Source: an optimization exercise on an open RTL-to-GDS flow (aim: small area, a short achievable clock period and few clock cycles). Production flows keep margins and buffers that such runs may drop.
RTL that was checked went through simulation tests only; none was proved equivalent to the original.
No functional check of the RTL was part of run 1.
Power and IR drop assume default switching activity.

==> design/flow/design.v <==
package mtep_pkg;
  localparam logic [2:0] PH_DELTA    = 3'd0;
  localparam logic [2:0] PH_STATUS   = 3'd1;
  localparam logic [2:0] PH_DATA1    = 3'd2;
  localparam logic [2:0] PH_DATA2    = 3'd3;
  localparam logic [2:0] PH_METATYPE = 3'd4;
  localparam logic [2:0] PH_LEN      = 3'd5;
  localparam logic [2:0] PH_BODY     = 3'd6;
  localparam logic [2:0] PH_HALT     = 3'd7;
  localparam logic [2:0] KIND_DELTA = 3'd0;
  localparam logic [2:0] KIND_OFF   = 3'd1;
  localparam logic [2:0] KIND_ON    = 3'd2;
  localparam logic [2:0] KIND_TEMPO = 3'd3;
  localparam logic [2:0] KIND_ERR   = 3'd4;
endpackage
import mtep_pkg::*;
module midi_track_event_parser (
  input  logic        clk,
  input  logic        rst_n,
  input  logic        in_valid,
  output logic        in_ready,
  input  logic [7:0]  in_data_byte,
  input  logic        in_track_start,
  input  logic        in_track_end,
  output logic        out_valid,
  input  logic        out_ready,
  output logic [2:0]  out_kind,
  output logic [3:0]  out_channel,
  output logic [7:0]  out_key,
  output logic [7:0]  out_velocity,
  output logic [31:0] out_value,
  output logic        out_error_code,
  output logic        out_last
);
  logic [2:0]  ph_r, ph_e, ph_c;
  logic [7:0]  st_r, st_e;
  logic [1:0]  cn_r, cn_e;
  logic        m51_r;
  logic [31:0] x_r, x_nxt;
  logic [27:0] y_r, y_nxt;
  logic        ov_r, tf_r, ec_r;
  logic [2:0]  ok_r;
  logic [7:0]  b;
  logic        take, pop, go, vl_done, y_one, is_f, run_ch;
  logic [27:0] vlq_y;
  logic        r0_v, r0_ec, r1_v, mid, tr_only;
  logic [2:0]  r0_k;
  assign b    = in_data_byte;
  assign take = in_valid && in_ready;
  assign pop  = ov_r && out_ready;
  assign ph_e = in_track_start ? PH_DELTA : ph_r;
  assign st_e = in_track_start ? 8'd0 : st_r;
  assign cn_e = in_track_start ? 2'd0 : cn_r;
  assign is_f = (st_e[7:4] == 4'hf);
  assign go      = (cn_e != 2'd0);
  assign vlq_y   = {y_r[20:0], b[6:0]};
  assign vl_done = !b[7] || (cn_e == 2'd3);
  assign y_one   = (y_r == 28'd1);
  assign run_ch  = !b[7] && st_e[7] && !(is_f && st_e[3]);
  always_comb begin
    ph_c  = ph_e;
    r0_v  = 1'b0;
    r0_k  = KIND_DELTA;
    r0_ec = 1'b0;
    case (ph_e)
      PH_DELTA: begin
        if (vl_done) begin
          ph_c = PH_STATUS;
          r0_v = 1'b1;
        end
      end
      PH_STATUS: begin
        if (b[7]) begin
          if (b[7:4] == 4'hf) ph_c = b[3] ? PH_METATYPE : PH_LEN;
          else ph_c = PH_DATA1;
        end else if (!st_e[7]) begin
          ph_c  = PH_HALT;
          r0_v  = 1'b1;
          r0_k  = KIND_ERR;
          r0_ec = 1'b1;
        end else if (is_f) begin
          if (st_e[3]) ph_c = PH_LEN;
          else ph_c = (b[6:0] == 7'd0) ? PH_DELTA : PH_BODY;
        end else begin
          ph_c = (st_e[7:5] == 3'b110) ? PH_DELTA : PH_DATA2;
        end
      end
      PH_DATA1: ph_c = (st_e[7:5] == 3'b110) ? PH_DELTA : PH_DATA2;
      PH_DATA2: begin
        ph_c = PH_DELTA;
        if (st_e[7:5] == 3'b100) begin
          r0_v = 1'b1;
          r0_k = (!st_e[4] || b == 8'd0) ? KIND_OFF : KIND_ON;
        end
      end
      PH_METATYPE: ph_c = PH_LEN;
      PH_LEN: begin
        if (vl_done) begin
          ph_c = (vlq_y == 28'd0) ? PH_DELTA : PH_BODY;
          r0_v = m51_r && (vlq_y == 28'd0);
          r0_k = KIND_TEMPO;
        end
      end
      PH_BODY: begin
        if (y_one) begin
          ph_c = PH_DELTA;
          r0_v = m51_r;
          r0_k = KIND_TEMPO;
        end
      end
      default: ;
    endcase
  end
  assign mid     = (ph_c != PH_DELTA && ph_c != PH_HALT) ||
                   (ph_c == PH_DELTA && ph_e == PH_DELTA && !vl_done);
  assign r1_v    = in_track_end && mid;
  assign tr_only = r1_v && !r0_v;
  always_comb begin
    x_nxt = 32'd0;
    if (take && !tr_only) begin
      if (ph_e == PH_DELTA) x_nxt = {4'd0, go ? x_r[20:0] : 21'd0, b[6:0]};
      else if (ph_e == PH_BODY) x_nxt = {x_r[23:0], b};
    end
    y_nxt = 28'd0;
    if (!tr_only) begin
      case (ph_e)
        PH_STATUS: if (run_ch) y_nxt = {16'd0, is_f ? 4'd0 : st_e[3:0], b};
        PH_DATA1:  y_nxt = {16'd0, st_e[3:0], b};
        PH_DATA2:  y_nxt = {y_r[19:0], b};
        PH_LEN:    y_nxt = vlq_y;
        PH_BODY:   y_nxt = y_r - 28'd1;
        default: ;
      endcase
    end
  end
  always_ff @(posedge clk) begin
    if (take || (pop && tf_r)) x_r <= x_nxt;
  end
  always_ff @(posedge clk) begin
    if (take) begin
      y_r <= y_nxt;
      if (ph_e == PH_METATYPE || ph_e == PH_STATUS)
        m51_r <= (b == 8'h51) && (ph_e == PH_METATYPE || st_e[3]);
    end
  end
  always_ff @(posedge clk) begin
    if (!rst_n) begin
      ph_r <= PH_DELTA;
      st_r <= 8'd0;
      cn_r <= 2'd0;
    end else if (take) begin
      ph_r <= in_track_end ? PH_DELTA : ph_c;
      st_r <= (ph_e == PH_STATUS && b[7]) ? b : st_e;
      cn_r <= ((ph_e == PH_DELTA || ph_e == PH_LEN) && !vl_done && !in_track_end) ?
              cn_e + 2'd1 : 2'd0;
    end
  end
  always_ff @(posedge clk) begin
    if (!rst_n) begin
      ov_r <= 1'b0;
      tf_r <= 1'b0;
    end else if (take && (r0_v || r1_v)) begin
      ov_r <= 1'b1;
      tf_r <= r0_v && r1_v;
    end else if (pop) begin
      ov_r <= tf_r;
      tf_r <= 1'b0;
    end
  end
  always_ff @(posedge clk) begin
    if (take && (r0_v || r1_v)) begin
      ok_r <= r0_v ? r0_k : KIND_ERR;
      ec_r <= r0_v && r0_ec;
    end else if (pop) begin
      ok_r <= KIND_ERR;
      ec_r <= 1'b0;
    end
  end
  assign in_ready       = !ov_r || (out_ready && !tf_r);
  assign out_valid      = ov_r;
  assign out_kind       = ok_r;
  assign out_channel    = y_r[19:16];
  assign out_key        = y_r[15:8];
  assign out_velocity   = y_r[7:0];
  assign out_value      = x_r;
  assign out_error_code = ec_r;
  assign out_last       = !tf_r;
endmodule
==> design/flow/flow/run.sh <==
#!/bin/bash
# Standard layout, with the smallest buffer on each port.
cp standard.sh standard_sh.txt
export BUFFER_PORTS_ARGS="-buffer_cell sky130_fd_sc_hd__buf_1"
bash standard.sh > standard.log 2>&1
==> design/flow/standard.sh <==
#!/bin/bash
# synth_recipe.tcl (not shown) runs the flow's synth.tcl, then flattens the netlist and writes it again
# the make line also repeats each setting of config.mk as NAME=value (left out here)
make -C /OpenROAD-flow-scripts/flow DESIGN_CONFIG=/design/flow/config.mk WORK_HOME=/design/flow/orfs CLKGATE_MAP_FILE= SYNTH_SCRIPT=/design/flow/synth_recipe.tcl "${@:-finish}"
==> design/flow/config.mk <==
export PLATFORM = sky130hd
export DESIGN_NAME = midi_track_event_parser
export DESIGN_NICKNAME = midi_track_event_parser
export VERILOG_FILES = /design/flow/design.v
export SDC_FILE = /design/flow/constraint.sdc
export NUM_CORES = 4
export LEC_CHECK = 0
export CAP_MARGIN = 20
export CORE_MARGIN = 2
export CORE_UTILIZATION = 40
export SETUP_SLACK_MARGIN = 3.5
export SLEW_MARGIN = 20
==> design/flow/constraint.sdc <==
create_clock -name core_clock -period 7.5 [get_ports {clk}]
set_input_delay 1.5000 -clock core_clock [delete_from_list [all_inputs] [get_ports {clk}]]
set_output_delay 1.5000 -clock core_clock [all_outputs]
set_load 0.01 [all_outputs]
==> notes.md, run 1 <==
outcome no timing/DRC/antenna violations; synthesized area 4860 um^2; GRT Residual Overflow 0; largest net degree at the start of global routing 51; Setup TNS Final 0 ns; fin worst setup slack roughly 3.6 ns; final hold violation count 0; post-DR wirelength/cell 19.86 um; hold buffer count at cts 0; Async S/R FF share, synth 0%; CP most frequent cell buf_4; synthesis-stage register bit count 80; Vias/cell 6.162; Final Cell Area 5518 um^2; combinational power share 10.1%; CP Capture Type flip-flop; cell count after synthesis between 400 and 500; Post-synth EDFFs 65; Hold Crit Class reg2reg; WL final between 10000 and 15000 um; syn_area_per_cell 9.778 um^2; critical path class in2reg; Net Count, Synth about 520; most common cell after layout, fill and taps aside buf_1; detailed-route via count 4270; die footprint 13050 um^2; clock root cell clkbuf_16; fraction of layout cells with a size suffix above 1 13.19%; Int Power around 780 uW; cell family with most CP delay simple AND/OR/NAND/NOR gates; initial antenna violation count 0; Initial DRC Count 509; final setup skew approximately 0.0079 ns; Clk pwr share 39.7%; Clock Tree Buf Depth 2; worst path cell trace buf_1 > or4_4 > nand2b_2 > o311ai_2 > o211ai_1 > nand4b_1 > buf_4 > buf_4 > o2bb2ai_1 > nand3b_1; # port buffers 72; Pwr Density 190.4 nW/um^2; count of final setup violators 0; Initial Util 40.80%; minimum hold slack 0.5092 ns; ant diodes 0; Die H 114.2 um; drc violations 0; row count 40; first-pass GRT wire length 21780 um; CP Buf/Inv Count 3; Detail Route Antenna Nets 0; critical path launch point type primary input; Primary FF master, synth edfxtp_1; Num Clock Sinks 80; Slew Viols, Final 0; unrepaired setup endpoints after global routing true; Area after DPL 5080 um^2; Area Growth Syn to Fin 13.54%; IO Pins 73; CP max FO 5; maxcap violations 0; most frequent cells in the layout 72 x buf_1, 66 x nor2_1, 65 x edfxtp_1; Final Power 1051 uW; Die Wd 114.2 um; Nets 559; DR pass1 iterations 8; CTS Buf Count 9; crit path DAT 3.98 ns; Psw 273.8 uW; Core ar. roughly 12000 um^2; htree depth 3; Reg power frac 50.2%; DP Worst Slack 2.553 ns; synth unique cells 57; CP max stage cell or4_4; Peak VDD IR a little over 0.09 mV; yosys warns 1; Skew-Pair Late Insertion Delay 0.34 ns; fmax 0.2546 GHz; switching share of power 26.06%; leakage 0.001808 uW; clock transition at the registers of the reported paths around 0.06 ns; register area share after synthesis 46.34%; number of global-route vias before repair 4030; Worst Tran Pin Value 1.047 ns; GRT Total Usage 21.22%; CP required 7.55 ns; CTS tree yes; Final Cycle Share a little over half; Max-slew headroom 30.02%; max incr delay on CP 0.59 ns; GP Congestion 0.9575; post-layout minimum cycle time 3.928 ns; Detailed Place HPWL 8858 um
stage by stage:
| step | util (%) | instances |
|---|---|---|
| finish | 46.32 | 693 |
| global route | 46.32 | 693 |
| CTS | 45.67 | 688 |
| detailed placement | 42.65 | 666 |
| global placement | 42.65 | 666 |
| floorplan | - | 497 |
synthesized netlist by cell type (6+ instances only):
cell type  instances  area (um^2)
a21oi_1           17        85.08
a222oi_1          19        190.2
a22oi_1           40        300.3
buf_4             20        150.1
clkbuf_1          26        97.59
dfxtp_1           15        300.3
edfxtp_1          65         1952
inv_1             12        45.04
nand2_1           31        116.4
nand2b_1           6        37.54
nand3_1           14        70.07
nand4_1            6        37.54
nor2_1            66        247.7
nor3_1            27        135.1
nor3_2            20        200.2
nor4_1            13        81.33
o21ai_0            7        35.03
xnor2_1            8        70.07
xor2_1            18        157.7
worst register-to-register path: stages (launching register included):
cell and delay [ns]:
edfxtp_1 0.50, nor4_2 0.71, nand3_1 0.30, o41ai_2 0.38, a211oi_1 0.21, or2_4 0.33
o2111a_2 0.34, buf_6 0.17, nor3_1 0.23
flip-flops by register name, summed over array words and instances, names as in the netlist:
name   count
ok_r       3
ph_r       3
cn_r       2
y_r       28
ov_r       1
m51_r      1
tf_r       1
x_r       32
st_r       8
ec_r       1
cells by family (layout without fill, tap and decap cells):
kind of cell,after synthesis,count (layout),share of synthesized area [%]
flip-flops,80,80,46.34
AND/OR/NAND/NOR,210,210,23.43
AO/OA/AOI/OAI,106,107,16.66
multiplexers,1,1,0.2060
adder cells (fa/ha/maj),4,4,1.030
XOR/XNOR,26,26,4.686
buffers and inverters,70,118,7.646
cell type report:
class / instances / area (um^2)
clock inverter: 3 / 17.52
clock buffer: 13 / 260.3
multi-input combinational: 348 / 2317
timing repair buffer: 90 / 441.7
fill: 1181 / 6394
inverter: 12 / 45.04
sequential: 80 / 2252
tap: 147 / 183.9
power groups by stage:
stage | clock network [uW] | registers [uW] | logic [uW]
after global placement | 0 | 535 | 96.7
after detailed placement | 0 | 536 | 97.9
final | 417 | 527 | 106
after global routing | 440 | 530 | 116
after floorplan | 0 | 533 | 68.0
after CTS | 422 | 527 | 102
worst paths after layout:
check,startpoint,to,slack [ns],depth (start not counted)
setup / recovery,in_data_byte[3],ok_r[1],3.57,10
hold reg to reg,cn_r[1],cn_r[1],0.51,2
setup reg to reg,y_r[3],x_r[2],4.15,8
hold / removal,cn_r[1],cn_r[1],0.51,2
what timing repair did:
action	4_1_cts	5_1_grt
gates resized for setup	8	9
gates cloned	1	0
endpoints found under the setup margin	60	65
buffers inserted	5	5
hold endpoints to repair	0	0
pin swaps	3	5
layer usage:
metal,share of wire [%],track usage [%],vias to the layer above
met1,45,30.34,2059
met4,1.7,6.098,0
met5,0,0,-
li1,-,-,1966
met2,46,32.42,229
met3,7.9,4.659,16
==> inputs of run 2 (changes only) <==
--- a/design/flow/design.v
+++ b/design/flow/design.v
@@ -41,9 +41,9 @@
   logic        ov_r, tf_r, ec_r;
   logic [2:0]  ok_r;
   logic [7:0]  b;
-  logic        take, pop, go, vl_done, y_one, is_f, run_ch;
-  logic [27:0] vlq_y;
-  logic        r0_v, r0_ec, r1_v, mid, tr_only;
+  logic        take, pop, go, vl_done, y_one, is_f;
+  logic [27:0] vlq_x, vlq_y;
+  logic        r0_v, r0_ec, r1_v, mid;
   logic [2:0]  r0_k;
   assign b    = in_data_byte;
   assign take = in_valid && in_ready;
@@ -53,10 +53,10 @@
   assign cn_e = in_track_start ? 2'd0 : cn_r;
   assign is_f = (st_e[7:4] == 4'hf);
   assign go      = (cn_e != 2'd0);
-  assign vlq_y   = {y_r[20:0], b[6:0]};
+  assign vlq_x   = {go ? x_r[20:0] : 21'd0, b[6:0]};
+  assign vlq_y   = {go ? y_r[20:0] : 21'd0, b[6:0]};
   assign vl_done = !b[7] || (cn_e == 2'd3);
   assign y_one   = (y_r == 28'd1);
-  assign run_ch  = !b[7] && st_e[7] && !(is_f && st_e[3]);
   always_comb begin
     ph_c  = ph_e;
     r0_v  = 1'b0;
@@ -111,33 +111,18 @@
       default: ;
     endcase
   end
-  assign mid     = (ph_c != PH_DELTA && ph_c != PH_HALT) ||
-                   (ph_c == PH_DELTA && ph_e == PH_DELTA && !vl_done);
-  assign r1_v    = in_track_end && mid;
-  assign tr_only = r1_v && !r0_v;
+  assign mid  = (ph_c != PH_DELTA && ph_c != PH_HALT) ||
+                (ph_c == PH_DELTA && ph_e == PH_DELTA && !vl_done);
+  assign r1_v = in_track_end && mid;
   always_comb begin
-    x_nxt = 32'd0;
-    if (take && !tr_only) begin
-      if (ph_e == PH_DELTA) x_nxt = {4'd0, go ? x_r[20:0] : 21'd0, b[6:0]};
-      else if (ph_e == PH_BODY) x_nxt = {x_r[23:0], b};
-    end
-    y_nxt = 28'd0;
-    if (!tr_only) begin
-      case (ph_e)
-        PH_STATUS: if (run_ch) y_nxt = {16'd0, is_f ? 4'd0 : st_e[3:0], b};
-        PH_DATA1:  y_nxt = {16'd0, st_e[3:0], b};
-        PH_DATA2:  y_nxt = {y_r[19:0], b};
-        PH_LEN:    y_nxt = vlq_y;
-        PH_BODY:   y_nxt = y_r - 28'd1;
-        default: ;
-      endcase
-    end
-  end
-  always_ff @(posedge clk) begin
-    if (take || (pop && tf_r)) x_r <= x_nxt;
+    if (ph_e == PH_DELTA) x_nxt = {4'd0, vlq_x};
+    else if (ph_e == PH_LEN || (ph_e == PH_STATUS && is_f)) x_nxt = 32'd0;
+    else x_nxt = {x_r[23:0], b};
+    y_nxt = (ph_e == PH_BODY) ? y_r - 28'd1 : vlq_y;
   end
   always_ff @(posedge clk) begin
     if (take) begin
+      x_r <= x_nxt;
       y_r <= y_nxt;
       if (ph_e == PH_METATYPE || ph_e == PH_STATUS)
         m51_r <= (b == 8'h51) && (ph_e == PH_METATYPE || st_e[3]);
@@ -176,13 +161,16 @@
       ec_r <= 1'b0;
     end
   end
+  logic is_note, is_val;
+  assign is_note = !ok_r[2] && (ok_r[1] ^ ok_r[0]);
+  assign is_val  = !ok_r[2] && !(ok_r[1] ^ ok_r[0]);
   assign in_ready       = !ov_r || (out_ready && !tf_r);
   assign out_valid      = ov_r;
   assign out_kind       = ok_r;
-  assign out_channel    = y_r[19:16];
-  assign out_key        = y_r[15:8];
-  assign out_velocity   = y_r[7:0];
-  assign out_value      = x_r;
+  assign out_channel    = is_note ? st_r[3:0] : 4'd0;
+  assign out_key        = is_note ? x_r[15:8] : 8'd0;
+  assign out_velocity   = is_note ? x_r[7:0] : 8'd0;
+  assign out_value      = is_val ? x_r : 32'd0;
   assign out_error_code = ec_r;
   assign out_last       = !tf_r;
 endmodule
==> design/flow/run.sh (new file) <==
#!/bin/bash
# synth_recipe.tcl (not shown) runs the flow's synth.tcl, then flattens the netlist and writes it again
# the make line also repeats each setting of config.mk as NAME=value (left out here)
make -C /OpenROAD-flow-scripts/flow DESIGN_CONFIG=/design/flow/config.mk WORK_HOME=/design/flow/orfs CLKGATE_MAP_FILE= SYNTH_SCRIPT=/design/flow/synth_recipe.tcl finish
--- a/design/flow/config.mk
+++ b/design/flow/config.mk
@@ -8,5 +8,4 @@
 export CAP_MARGIN = 20
 export CORE_MARGIN = 2
 export CORE_UTILIZATION = 40
-export SETUP_SLACK_MARGIN = 3.5
 export SLEW_MARGIN = 20
removed: design/flow/flow/run.sh
removed: design/flow/standard.sh
==> notes.md, run 2 <==
Synth top area share 42.20% (was 40.16%); Final Util 50.76% (was 46.32%); clock root cell clkbuf_16 (unchanged); CP Capture Type flip-flop (unchanged); critical path launch point type primary input (unchanged); leakage 0.001957 uW (was 0.001808 uW); Worst R2R Start cn_r[0] (was y_r[3]); outcome no timing/DRC/antenna violations (unchanged); fraction of layout cells with a size suffix above 1 6.704% (was 13.19%); WL final 11360 um (was 13770 um); Detail Route Antenna Nets 0 (unchanged); count of final setup violators 0 (unchanged); CP max FO 20 (was 5); Reg2Reg Setup Slack 4.77 ns (was 4.15 ns); Slew Viols, Final 0 (unchanged); worst path cell trace clkdlybuf4s50_1 > inv_1 > nand2_1 > ha_1 > clkinv_1 > o211ai_1 > nand4_1 > nor4_2 > nand4b_1 > nand3_1 (was buf_1 > or4_4 > nand2b_2 > o311ai_2 > o211ai_1 > nand4b_1 > buf_4 > buf_4 > o2bb2ai_1 > nand3b_1); post-cts resize count 0 (was 8); Core ar. 11370 um^2 (was 11910 um^2); first-pass GRT wire length 18920 um (was 21780 um); clock transition at the registers of the reported paths 0.06 ns (about the same); Num Clock Sinks 80 (unchanged); Reg2Reg Depth 9 (was 8); Area Growth Syn to Fin 24.78% (was 13.54%); Nets 550 (was 559); CTS tree yes (unchanged); htree depth 3 (unchanged); synthesis-stage register bit count 80 (unchanged); drc violations 0 (unchanged); synthesized area 4626 um^2 (was 4860 um^2); Top reg by flops x_r (unchanged); Detailed Place HPWL 8081 um (was 8858 um); Initial DRC Count 227 (was 509); fmax 0.2185 GHz (was 0.2546 GHz); most frequent cells in the layout 72 x clkdlybuf4s50_1, 65 x edfxtp_1, 56 x and2_1 (was 72 x buf_1, 66 x nor2_1, 65 x edfxtp_1); maxcap violations 0 (unchanged); DP Worst Slack 2.594 ns (was 2.553 ns); syn_area_per_cell 9.884 um^2 (was 9.778 um^2); die footprint 12440 um^2 (was 13050 um^2); synth top area cells edfxtp_1 42%, and2_1 7.6%, dfxtp_1 6.5% (was edfxtp_1 40%, a22oi_1 6.2%, dfxtp_1 6.2%); worst r2r dst ec_r (was x_r[2]); Die H 111.5 um (was 114.2 um); Worst Tran Pin Value 0.9608 ns (was 1.047 ns); minimum hold slack 0.4911 ns (was 0.5092 ns); DR pass1 iterations 5 (was 8); row count 39 (was 40); Max-slew headroom 35.45% (was 30.02%); most common cell after layout, fill and taps aside clkdlybuf4s50_1 (was buf_1); initial antenna violation count 0 (unchanged); Hold Crit Class reg2reg (unchanged); GRT Residual Overflow 0 (unchanged); Clock Tree Buf Depth 2 (unchanged); number of global-route vias before repair 3645 (was 4030); Post-CTS Setup Bufs 0 (was 5); Min-Delay Path Depth 2 (unchanged); Post-synth EDFFs 65 (unchanged); ant diodes 0 (unchanged); cell family with most CP delay buffers and inverters (was simple AND/OR/NAND/NOR gates); IO Pins 73 (unchanged); detailed-route via count 3793 (was 4270); # port buffers 72 (unchanged); synth unique cells 57 (unchanged); Initial Util 40.68% (was 40.80%); max FFs per register 32 (unchanged); crit path DAT 4.63 ns (was 3.98 ns); CP required 7.55 ns (about the same); WHS Endpoint st_r[0] (was cn_r[1]); Setup TNS Final 0 ns (unchanged); WP depth 10 (unchanged); Vias/cell 5.578 (was 6.162); Post-synth top cells 65 x edfxtp_1, 56 x and2_1, 36 x nor2_1, 33 x nand2_1, 30 x o21ai_0 (was 66 x nor2_1, 65 x edfxtp_1, 40 x a22oi_1, 31 x nand2_1, 27 x nor3_1); Pwr Density 189.4 nW/um^2 (was 190.4 nW/um^2); Peak VDD IR 0.1322 mV (was 0.09066 mV); critical path class in2reg (unchanged); cell count after synthesis 468 (was 497); max incr delay on CP 0.92 ns (was 0.59 ns); Net Count, Synth 486 (was 515); register area share after synthesis 48.69% (was 46.34%); largest net degree at the start of global routing 57 (was 51); unrepaired setup endpoints after global routing false (was true); GRT Total Usage 18.62% (was 21.22%); post-DR wirelength/cell 16.70 um (was 19.86 um); CP max stage cell clkdlybuf4s50_1 (was or4_4); final hold violation count 0 (unchanged); fin worst setup slack 2.923 ns (was 3.572 ns); yosys warns 1 (unchanged); count leader, synth edfxtp_1 (was nor2_1); HP Start st_r[0] (was cn_r[1]); area leader, netlist edfxtp_1 (unchanged); Die Wd 111.5 um (was 114.2 um); Skew-Pair Late Insertion Delay 0.34 ns (about the same); final setup skew 0.007772 ns (was 0.007902 ns); Primary FF master, synth edfxtp_1 (unchanged); hold buffer count at cts 0 (unchanged); CTS Buf Count 9 (unchanged); GP Congestion 0.8311 (was 0.9575); Final Cycle Share 61.03% (was 52.38%); Async S/R FF share, synth 0% (unchanged); Largest regs x_r x32, y_r x28, st_r x8 (unchanged); CP Buf/Inv Count 3 (unchanged); post-layout minimum cycle time 4.577 ns (was 3.928 ns)
-- run 2: changes by cell type after synthesis, sizes merged, moves of 7 or more --
cell / before / now
nor3: 47 / 13
clkbuf: 26 / 19
nor2: 66 / 36
xor2: 18 / 7
a22o: 0 / 21
buf: 32 / 5
nand3: 14 / 21
a222oi: 19 / 0
a21oi: 17 / 9
a22oi: 40 / 11
xnor2: 8 / 18
o21ai: 7 / 34
and2: 2 / 56
-- run 2: kinds of logic after synthesis --
family	after synthesis	synth area share (%)
AOI/OAI and AO/OA	102	15.28
xor gates and xnor gates	25	4.734
adders and majority gates	4	1.082
buffers and inverters	41	3.516
DFF	80	48.69
and+or+nand+nor	216	26.70
-- run 2: worst max-delay path by stage --
stage                    from  endpoint  slack, ns
2_1_floorplan       out_ready   ok_r[0]       3.33
3_3_place_gp   in_track_start      ec_r       2.72
3_5_place_dp   in_track_start   ok_r[1]       2.59
4_1_cts        in_track_start      ec_r       2.93
5_1_grt        in_track_start      ec_r       2.65
6_report       in_track_start      ec_r       2.92
-- run 2: report_power, final --
group          switching [uW]  total (uW)  internal (uW)
combinational            66.4         126           59.5
sequential               24.3         532            508
clock                     180         436            255
-- run 2: layout make-up --
type | count | area [um^2]
clock buffers | 11 | 264.0
clock inverters | 5 | 36.28
fillers | 1066 | 5598
inverters | 17 | 63.81
multi-input cells | 347 | 2218
flip-flops and latches | 80 | 2252
well taps | 143 | 178.9
repair buffers | 77 | 758.2
-- run 2: per-stage QoR --
stage               area (um^2)  cells  total power [uW]
floorplan                  4626    468             603.6
global placement           5469    664             666.9
detailed placement         5469    664             667.5
CTS                        5769    680              1102
global route               5772    680              1133
finish                     5772    680              1093
-- run 2: worst reg2reg max path, cell delays in order (launching register included) --
cell	delay, ns
dfxtp_1	0.31
nor2b_1	0.14
inv_1	0.11
ha_1	0.26
clkinv_1	0.46
o211ai_1	0.28
nand4_1	0.18
nor4_2	0.29
nand4b_1	0.21
nand3_1	0.20
-- run 2: per-layer routing --
metal / global-route usage [%] / part of all wire (%) / vias to the layer above
li1: - / - / 1843
met1: 26.43 / 47 / 1840
met2: 28.98 / 48 / 103
met3: 3.538 / 4.6 / 7
met4: 5.844 / 0.82 / 0
met5: 0 / 0 / -
Testbench counts of run 2, summed over its fixed seeds: cycles 32,983.

[re-timing with driven ports]
In the flow no input, the clock included, has a driving cell. The finished layouts below were timed again as built, in two steps.
Step 1 assumes that a clkbuf_16 drives the clock port and a buf_2 every other input.
Step 2 adds t to the input delays and takes it off the output delays; t is the mean of the earliest and latest rising clock arrival at the registers after step 1. Input paths then give back, and output paths get back, about the clock's delay inside the block.
Three values: ideal ports, drivers, drivers and shift; two values: the first two.
run | t (ns) | slack for setup (ns) | worst slew at a driven data input, ns
run 1 | 0.372 | 3.572 / 3.592 / 3.219 | 0.03
run 2 | 0.375 | 2.923 / 2.938 / 2.563 | 0.04
After both steps every run listed still meets setup and hold. For run 2, which loses most, drivers alone change the setup slack by +0.015 ns; drivers and shift together by -0.360 ns.
